Context: an optimization exercise on an open-source flow, tuned for small area and a short achievable clock period. The choices shown serve that exercise and are no tape-out recipe.
Power figures rest on the tool's default switching activity, not on a simulated workload.

==> branch yarrow: inputs <==
==> flow/design.v <==
module core_trace_buf #(
  parameter int DEPTH_LOG2 = 4,
  parameter int SEQ_W      = 16
) (
  input  logic                  clk,
  input  logic                  rst,
  input  logic                  trace_en,
  input  logic                  clear,
  input  logic [31:0]           core_pc,
  input  logic [31:0]           core_inst,
  input  logic                  core_rf_we,
  input  logic [4:0]            core_rf_waddr,
  input  logic [31:0]           core_rf_wdata,
  output logic                  out_valid,
  input  logic                  out_ready,
  output logic [SEQ_W-1:0]      out_seq,
  output logic [31:0]           out_pc,
  output logic [31:0]           out_inst,
  output logic                  out_rd_we,
  output logic [4:0]            out_rd,
  output logic [31:0]           out_rd_data,
  output logic [DEPTH_LOG2:0]   count,
  output logic                  overflow,
  output logic [SEQ_W-1:0]      drop_cnt
);
  localparam int DEPTH = 1 << DEPTH_LOG2;
  localparam int NS    = DEPTH - 1;                   
  localparam int CW    = DEPTH_LOG2 + 1;
  localparam int REC_W = SEQ_W + 32 + 32 + 1 + 5 + 32;
  logic [REC_W-1:0]      r_mem [NS];
  logic [REC_W-1:0]      r_head;
  logic [NS-1:0]         r_wptr;                      
  logic [NS:0]           r_hsel;                      
  logic [CW-1:0]         r_count;
  logic                  r_valid, r_c1, r_c2, r_full;  
  logic [SEQ_W-1:0]      r_seq, r_drop;
  logic                  r_ovf;
  logic                  w_attempt, w_pop, w_push, w_drop, w_up, w_dn, w_to_mem, w_le1_n, w_hold;
  logic [REC_W-1:0]      w_rec, w_head_d;
  logic [NS:0]           w_hld;
  logic [NS-1:0]         w_wen;
  assign w_attempt = trace_en & ~clear;
  assign w_pop     = r_valid & out_ready & ~clear;
  assign w_push    = w_attempt & (~r_full | w_pop);
  assign w_drop    = w_attempt & r_full & ~w_pop;
  assign w_up      = w_push & ~w_pop;
  assign w_dn      = w_pop & ~w_push;
  assign w_to_mem  = w_push & r_valid & ~(r_c1 & out_ready);
  assign w_le1_n   = clear | ~r_valid | r_c1 & ~w_up | r_c2 & w_dn;
  assign w_rec     = {r_seq, core_pc, core_inst, core_rf_we & (core_rf_waddr != 5'd0), core_rf_waddr, core_rf_wdata};
  assign {out_seq, out_pc, out_inst, out_rd_we, out_rd, out_rd_data} = r_head;
  assign out_valid = r_valid;
  assign count     = r_count;
  assign overflow  = r_ovf;
  assign drop_cnt  = r_drop;
  assign w_hold = r_valid & ~out_ready;
  assign w_hld  = w_hold ? '0 : r_hsel;
  always_comb begin
    w_head_d = (w_hold ? r_head : '0) | (w_hld[NS] ? w_rec : '0);
    for (int i = 0; i < NS; i++)
      w_head_d = w_head_d | (w_hld[i] ? r_mem[i] : '0);
  end
  always_comb
    for (int i = 0; i < NS; i++)
      w_wen[i] = r_wptr[i] & (~r_full | out_ready);
  always_ff @(posedge clk)
    for (int i = 0; i < NS; i++)
      if (w_wen[i]) r_mem[i] <= w_rec;
  always_ff @(posedge clk)
    r_head <= w_head_d;
  always_ff @(posedge clk or posedge rst)
    if (rst) begin
      r_wptr  <= NS'(1);
      r_hsel  <= (NS+1)'(1) << NS;
      r_count <= '0;
      r_valid <= 1'b0;
      r_c1    <= 1'b0;
      r_c2    <= 1'b0;
      r_full  <= 1'b0;
      r_seq   <= '0;
      r_drop  <= '0;
      r_ovf   <= 1'b0;
    end else if (clear) begin
      r_wptr  <= NS'(1);
      r_hsel  <= (NS+1)'(1) << NS;
      r_count <= '0;
      r_valid <= 1'b0;
      r_c1    <= 1'b0;
      r_c2    <= 1'b0;
      r_full  <= 1'b0;
      r_seq   <= '0;
      r_drop  <= '0;
      r_ovf   <= 1'b0;
    end else begin
      if (w_to_mem) r_wptr <= {r_wptr[NS-2:0], r_wptr[NS-1]};
      if (w_le1_n)
        r_hsel <= (NS+1)'(1) << NS;
      else if (w_pop)
        r_hsel <= {1'b0, r_hsel[NS-2:0], r_hsel[NS-1]};
      else if (r_c1)
        r_hsel <= {1'b0, r_wptr};
      if (w_up) begin
        r_count <= r_count + 1'b1;
        r_valid <= 1'b1;
        r_c1    <= ~r_valid;
        r_c2    <= r_c1;
        r_full  <= r_count == CW'(DEPTH - 1);
      end else if (w_dn) begin
        r_count <= r_count - 1'b1;
        r_valid <= ~r_c1;
        r_c1    <= r_c2;
        r_c2    <= r_count == CW'(3);
        r_full  <= 1'b0;
      end
      r_seq   <= w_attempt ? r_seq + 1'b1 : r_seq;
      r_drop  <= (w_drop && r_drop != '1) ? r_drop + 1'b1 : r_drop;
      r_ovf   <= r_ovf | w_drop;
    end
endmodule
==> flow/run.sh <==
#!/bin/bash
# synth_recipe.tcl (not shown) runs the flow's synth.tcl, then flattens the netlist and writes it again
# the make line also repeats each setting of config.mk as NAME=value (left out here)
make -C /OpenROAD-flow-scripts/flow DESIGN_CONFIG=/design/flow/config.mk WORK_HOME=/design/flow/orfs CLKGATE_MAP_FILE= SYNTH_SCRIPT=/design/flow/synth_recipe.tcl finish
==> flow/config.mk <==
export PLATFORM = sky130hd
export DESIGN_NAME = core_trace_buf
export DESIGN_NICKNAME = core_trace_buf
export VERILOG_FILES = /design/flow/design.v
export SDC_FILE = /design/flow/constraint.sdc
export NUM_CORES = 4
export LEC_CHECK = 0
export CAP_MARGIN = 20
export CORE_MARGIN = 2
export CORE_UTILIZATION = 40
export CTS_CLUSTER_DIAMETER = 60
export CTS_CLUSTER_SIZE = 30
export SETUP_SLACK_MARGIN = 3.2
export SLEW_MARGIN = 20
==> flow/constraint.sdc <==
create_clock -name core_clock -period 5.5 [get_ports {clk}]
set_input_delay 1.1000 -clock core_clock [delete_from_list [all_inputs] [get_ports {clk}]]
set_output_delay 1.1000 -clock core_clock [all_outputs]
set_load 0.01 [all_outputs]
==> inputs of branch garnet, as changes to branch yarrow <==
Settings changed: CTS_CLUSTER_DIAMETER 60 to not set, CTS_CLUSTER_SIZE 30 to not set, SETUP_SLACK_MARGIN 3.2 to not set.
==> inputs of branch raven, as changes to branch yarrow <==
--- a/flow/design.v
+++ b/flow/design.v
@@ -31,3 +31,4 @@
   logic [REC_W-1:0]      r_head;
-  logic [NS-1:0]         r_wptr;                      
+  logic [NS-1:0]         r_wa, r_wb;                  
+  logic [NS-1:0]         w_wptr;
   logic [NS:0]           r_hsel;                      
@@ -64,3 +65,3 @@
     for (int i = 0; i < NS; i++)
-      w_wen[i] = r_wptr[i] & (~r_full | out_ready);
+      w_wen[i] = r_wa[i] | r_wb[i] & out_ready;
   always_ff @(posedge clk)
@@ -70,5 +71,41 @@
     r_head <= w_head_d;
+  assign w_wptr = r_wa | r_wb;
+  logic [NS-1:0]  n_wptr;
+  logic [NS:0]    n_hsel;
+  logic [CW-1:0]  n_count;
+  logic           n_valid, n_c1, n_c2, n_full;
+  logic [CW-1:0]  w_count_inc, w_count_dec;
+  assign w_count_inc = r_count + 1'b1;
+  assign w_count_dec = r_count - 1'b1;
+  always_comb begin
+    n_wptr  = w_wptr;
+    n_hsel  = r_hsel;
+    n_valid = r_valid;
+    n_c1    = r_c1;
+    n_c2    = r_c2;
+    n_full  = r_full;
+    if (w_to_mem) n_wptr = {w_wptr[NS-2:0], w_wptr[NS-1]};
+    if (w_le1_n)
+      n_hsel = (NS+1)'(1) << NS;
+    else if (w_pop)
+      n_hsel = {1'b0, r_hsel[NS-2:0], r_hsel[NS-1]};
+    else if (r_c1)
+      n_hsel = {1'b0, w_wptr};
+    n_count = {CW{w_up}} & w_count_inc | {CW{w_dn}} & w_count_dec | {CW{~w_up & ~w_dn}} & r_count;
+    if (w_up) begin
+      n_valid = 1'b1;
+      n_c1    = ~r_valid;
+      n_c2    = r_c1;
+      n_full  = r_count == CW'(DEPTH - 1);
+    end else if (w_dn) begin
+      n_valid = ~r_c1;
+      n_c1    = r_c2;
+      n_c2    = r_count == CW'(3);
+      n_full  = 1'b0;
+    end
+  end
   always_ff @(posedge clk or posedge rst)
     if (rst) begin
-      r_wptr  <= NS'(1);
+      r_wa    <= NS'(1);
+      r_wb    <= '0;
       r_hsel  <= (NS+1)'(1) << NS;
@@ -83,3 +120,4 @@
     end else if (clear) begin
-      r_wptr  <= NS'(1);
+      r_wa    <= NS'(1);
+      r_wb    <= '0;
       r_hsel  <= (NS+1)'(1) << NS;
@@ -94,22 +132,10 @@
     end else begin
-      if (w_to_mem) r_wptr <= {r_wptr[NS-2:0], r_wptr[NS-1]};
-      if (w_le1_n)
-        r_hsel <= (NS+1)'(1) << NS;
-      else if (w_pop)
-        r_hsel <= {1'b0, r_hsel[NS-2:0], r_hsel[NS-1]};
-      else if (r_c1)
-        r_hsel <= {1'b0, r_wptr};
-      if (w_up) begin
-        r_count <= r_count + 1'b1;
-        r_valid <= 1'b1;
-        r_c1    <= ~r_valid;
-        r_c2    <= r_c1;
-        r_full  <= r_count == CW'(DEPTH - 1);
-      end else if (w_dn) begin
-        r_count <= r_count - 1'b1;
-        r_valid <= ~r_c1;
-        r_c1    <= r_c2;
-        r_c2    <= r_count == CW'(3);
-        r_full  <= 1'b0;
-      end
+      r_wa    <= n_full ? '0 : n_wptr;
+      r_wb    <= n_full ? n_wptr : '0;
+      r_hsel  <= n_hsel;
+      r_count <= n_count;
+      r_valid <= n_valid;
+      r_c1    <= n_c1;
+      r_c2    <= n_c2;
+      r_full  <= n_full;
       r_seq   <= w_attempt ? r_seq + 1'b1 : r_seq;
Settings changed: CORE_UTILIZATION 40 to 60, CTS_CLUSTER_DIAMETER 60 to 150, CTS_CLUSTER_SIZE 30 to 28, PLACE_DENSITY set to 0.72.
==> summary of the runs <==
- Branch yarrow ran to the end with no violations. Branch garnet went through all stages and came out clean. Branch raven completed with no timing, DRC or antenna violations.
- Final cell count: branch garnet > branch yarrow > branch raven.
- The highest final area belongs to branch garnet, the lowest to branch raven.
- In branch yarrow the non-clock buffer count is higher than in branch raven, by 19.
- Flip-flop and latch count is the same in branch garnet and branch yarrow.
- Synthesized cell count is the same in branch yarrow and branch garnet.
- Between branch raven and branch yarrow, the lower first-iteration DRC count is in branch yarrow (gap 11%, measured against branch yarrow).
- Total power: branch raven < branch yarrow < branch garnet.
- Against branch garnet, the clock power of branch raven is lower by about 44%.
- Of branch yarrow and branch garnet, branch garnet has the higher utilization (gap 0.098 points).
==> figures <==
Run status: branch garnet finished clean; branch yarrow finished clean; branch raven finished clean
Worst reg2reg path depth: branch garnet 3; branch yarrow 5; branch raven 12
Met3 wire length: branch garnet 16.0 mm; branch yarrow 19.1 mm; branch raven 23.2 mm
Flop+latch power: branch garnet 0.0166 W; branch yarrow 0.0166 W; branch raven 0.0167 W
Count of non-CTS inverters in the layout: branch garnet 8; branch yarrow 8; branch raven 13
Register fraction of the total cell area: branch garnet 69.8%; branch yarrow 70.3%; branch raven 72.8%
Basic-gate share of the synthesized area counting and, or, nand and nor cells: branch garnet 3.35%; branch yarrow 3.35%; branch raven 3.06%
Fraction of the core area covered by cells at the end of the flow: branch garnet 47.2%; branch yarrow 47.1%; branch raven 67.7%
Post-synthesis share of cell area spent on full adders, half adders and majority gates: branch garnet 0.117%; branch yarrow 0.117%; branch raven 0.123%
Post-synthesis share of cell area spent on xor and xnor gates: branch garnet 0.324%; branch yarrow 0.324%; branch raven 0.173%
Pin count of the biggest net entering global routing: branch garnet 100; branch yarrow 119; branch raven 119
RSZ-0062 raised after global routing: branch garnet no; branch yarrow yes; branch raven yes
Maximum level of the CTS H-tree: branch garnet 4; branch yarrow 3; branch raven 3
Clock-pin transition on the worst setup and hold timing paths: branch garnet 0.06 ns; branch yarrow 0.10 ns; branch raven 0.10 ns
Count of TritonRoute iterations in the first routing pass: branch garnet 8; branch yarrow 6; branch raven 7
Total instance count after detailed placement: branch garnet 6,261; branch yarrow 6,251; branch raven 5,477
Seq. cell area: branch garnet 0.0574 mm2; branch yarrow 0.0577 mm2; branch raven 0.0581 mm2
Total of flip-flops plus latches after synthesis: branch garnet 1,961; branch yarrow 1,961; branch raven 1,976
Postcts setup bufs: branch garnet 0; branch yarrow 66; branch raven 75
No run of this note included a check of the RTL's function; only the layout flow was run.

-- re-timing with driven ports --
The flow's constraints put no driver on any port. The routed layouts listed below were extracted and timed again, unchanged, in two steps. Step 1, drivers: a clkbuf_16 drives clk and a buf_2 each remaining input, both assumed. Step 2 moves the port delays by t, midway between the first and last clock arrival at a register: inputs arrive t later, outputs are due t later. That takes back most of the time a late clock gives input paths. Slacks: ideal / step 1 / step 2; pairs: ideal / step 1.
run | shift t [ns] | setup WS [ns] | worst setup path after step 2
branch yarrow | 0.861 | 3.041 / 2.953 / 2.399 | input to register
branch garnet | 0.909 | 2.062 / 2.102 / 1.193 | input to register
branch raven | 0.774 | 3.095 / 3.016 / 2.373 | input to register
After both steps every run listed still meets setup and hold. The setup slack of branch garnet, which loses most, moves by +0.040 ns with the drivers and by -0.869 ns with both steps.
